From an optimization exercise on the open Yosys and OpenROAD flow, aimed at small area and a short achievable clock period; shortcuts taken in it are not production practice. Function was checked by simulation only, so behaviour that the tests miss may differ from the original. Power is estimated from default activity; no workload was simulated.

job 4991:
## iq_demod_lpf
module iq_demod_lpf
#(
  parameter int IN_W  = iq_demod_pkg::DEF_IN_W,
  parameter int CAR_W = iq_demod_pkg::DEF_CAR_W,
  parameter int DECIM = iq_demod_pkg::DEF_DECIM,
  parameter int OUT_W = iq_demod_pkg::DEF_OUT_W,
  parameter int SHIFT = iq_demod_pkg::DEF_SHIFT
) (
  input  logic                    clk,
  input  logic                    reset_n,
  input  logic                    sample_en,
  input  logic                    sym_start,
  input  logic signed [IN_W-1:0]  y_in,
  input  logic signed [CAR_W-1:0] i_car,
  input  logic signed [CAR_W-1:0] q_car,
  output logic signed [OUT_W-1:0] i_out,
  output logic signed [OUT_W-1:0] q_out,
  output logic                    out_valid,
  output logic                    overflow
);
Size in the first run: ~340 flip-flops, ~130 I/O pins, roughly 37000 sq um of cells after synthesis.
clock: 10.5 ns
lec_check: 0
abc_area: 1
cap_margin: 5
core_margin: 2
core_utilization: 40
cts_buf_list: sky130_fd_sc_hd__clkbuf_8
cts_cluster_size: 24
place_density: 0.6
setup_slack_margin: 5
slew_margin: 5
run.sh (not shown) runs the stock make flow with config.mk's settings and CLKGATE_MAP_FILE= SYNTH_SCRIPT=/design/flow/synth_recipe.tcl, a recipe that flattens the netlist after the stock synthesis.
Modified inputs, job 5097 compared to job 4991
==> flow/flow/run.sh (new file) <==
#!/bin/bash
set -euo pipefail
bash standard.sh SETUP_SLACK_MARGIN=5 "BUFFER_PORTS_ARGS=-buffer_cell sky130_fd_sc_hd__buf_2" finish > layout.log 2>&1
==> flow/standard.sh (new file) <==
#!/bin/bash
# synth_recipe.tcl (not shown) runs the flow's synth.tcl, then flattens the netlist and writes it again
# the make line also repeats each setting of config.mk as NAME=value (left out here)
make -C /OpenROAD-flow-scripts/flow DESIGN_CONFIG=/design/flow/config.mk WORK_HOME=/design/flow/orfs CLKGATE_MAP_FILE= SYNTH_SCRIPT=/design/flow/synth_recipe.tcl "${@:-finish}"
diff --git a/flow/config.mk b/flow/config.mk
--- a/flow/config.mk
+++ b/flow/config.mk
@@ -8,3 +8,3 @@
 export ABC_AREA = 1
-export CAP_MARGIN = 5
+export CAP_MARGIN = 20
 export CORE_MARGIN = 2
@@ -14,3 +14,2 @@
 export PLACE_DENSITY = 0.6
-export SETUP_SLACK_MARGIN = 5
-export SLEW_MARGIN = 5
+export SLEW_MARGIN = 20
removed: flow/run.sh
- In the metrics for job 4991 and job 5097, the one carrying the higher final period demand of the worst path is job 4991.
- Job 5097 — arrival time of data at the critical path endpoint 0.08 ns lower, job 4991 as reference
- On clock latency of the later-clocked register in the worst-skew pair, job 4991 and job 5097 are neck and neck.
- Overall routing resource usage: job 5097 vs job 4991, no meaningful difference
- Compared with job 4991, in job 5097 worst setup slack increased by 0.061 ns relative to the old numbers, worst slack at placement increased by 0.72 ns relative to the old numbers, via count closely matched the old numbers, non-clock buffer count decreased by about 6% relative to the old numbers.
[inputs] job 5311 vs job 5097
==> flow/flow/run.sh <==
#!/bin/bash
set -euo pipefail
bash standard.sh SETUP_SLACK_MARGIN=5 RECOVER_POWER=100 finish > layout.log 2>&1
Notes after the runs:
Job 5311 vs. job 5097: total track usage +0.32 points, global routing usage on met2 +0.74 points. What the final checks of job 5311 revealed, after a flow that finished every stage, was a layout that fails on capacitance limit, slew limit. In the reports for job 5311 and job 5097, the larger combinational fraction of design power belongs to job 5097.
[inputs] job 6478 vs job 5311
==> flow/flow/run.sh <==
#!/bin/bash
set -euo pipefail
bash standard.sh SETUP_SLACK_MARGIN=5 "BUFFER_PORTS_ARGS=-buffer_cell sky130_fd_sc_hd__buf_1" finish > layout.log 2>&1
## What came out
Job 6478 closes out successfully: all stages finished, all timing, DRC and antenna checks passed.
Run comparison: job 6478 timing endpoint of the critical path prod_q_q[48]; job 5311 timing endpoint of the critical path prod_i_q[36]
Per the comparison of job 6478 with job 5311, cell area after layout down 2.6%; routed wire length lower; final cell count without fillers went down; clock share of power decreased 0.5 points.
For power in combinational cells, job 5311 and job 6478 come out practically identical.
Delta (job 6478 minus job 5311): area fraction in and, or, nand and nor cells after synthesis closely matched the old numbers; sequential share of layout area increased by 0.44 points relative to the old numbers.
diff inputs: job 6478 => job 2708
==> flow/run.sh (new file) <==
#!/bin/bash
# synth_recipe.tcl (not shown) runs the flow's synth.tcl, then flattens the netlist and writes it again
# the make line also repeats each setting of config.mk as NAME=value (left out here)
make -C /OpenROAD-flow-scripts/flow DESIGN_CONFIG=/design/flow/config.mk WORK_HOME=/design/flow/orfs CLKGATE_MAP_FILE= SYNTH_SCRIPT=/design/flow/synth_recipe.tcl finish
diff --git a/flow/config.mk b/flow/config.mk
--- a/flow/config.mk
+++ b/flow/config.mk
@@ -14,2 +14,3 @@
 export PLACE_DENSITY = 0.6
+export SETUP_SLACK_MARGIN = 5
 export SLEW_MARGIN = 20
removed: flow/flow/run.sh
removed: flow/standard.sh
Results
Higher net switching power figure was reported by job 2708, not job 6478. Lower clock network fraction of design power among job 2708 and job 6478: job 6478. Register-to-register slack, job 2708 and job 6478, lower one = job 6478. Job 2708 finished every stage and its layout cleared the timing, DRC and antenna checks. There was hardly any difference in ratio of final minimum period to clock period between job 2708 and job 6478. Aggregate routed wire length up 680 um in job 2708 wrt job 6478. Note that the largest fanout on the critical path recorded for job 6478 amounts to 0.800 times the value seen in job 2708. In job 2708, the number of search-and-repair iterations in the first detailed-routing pass came out 1 above the value in job 6478. The lower maximum number of pins on one net before global-route repair came out of job 6478. Delta (job 2708 minus job 6478): highest clock frequency the design can meet essentially unchanged, overall via count from detail_route essentially unchanged.

static timing again, ports no longer ideal:
How much do the figures lean on ideal ports? The routed layouts below were timed once more, with nothing changed but the port constraints.
Step 1 (the two cells are an assumption about what drives the block):
set clk [get_ports {clk}]
set_driving_cell -lib_cell sky130_fd_sc_hd__clkbuf_16 $clk
set_driving_cell -lib_cell sky130_fd_sc_hd__buf_2 [delete_from_list [all_inputs] $clk]
Step 2 times the ports against the registers' clock, not the clock port: input delays grow and output delays shrink by t, the midpoint of the rising clock arrivals with the driver on.
Slacks: ideal ports / drivers / drivers and shift; pairs: ideal ports / drivers.
run | t, ns | setup slack, ns | worst register clock-pin slew, ns
job 4991 | 0.772 | 4.962 / 5.003 / 4.231 | 0.08 / 0.08
job 5097 | 0.774 | 5.023 / 5.020 / 4.246 | 0.08 / 0.08
job 5311 | 0.789 | 3.029 / 3.064 / 2.275 | 0.08 / 0.08
job 6478 | 0.754 | 5.020 / 5.059 / 4.305 | 0.07 / 0.07
job 2708 | 0.782 | 5.032 / 5.061 / 4.279 | 0.09 / 0.09
For job 5097, which loses most, drivers alone change the setup slack by -0.003 ns; drivers and shift together by -0.777 ns.
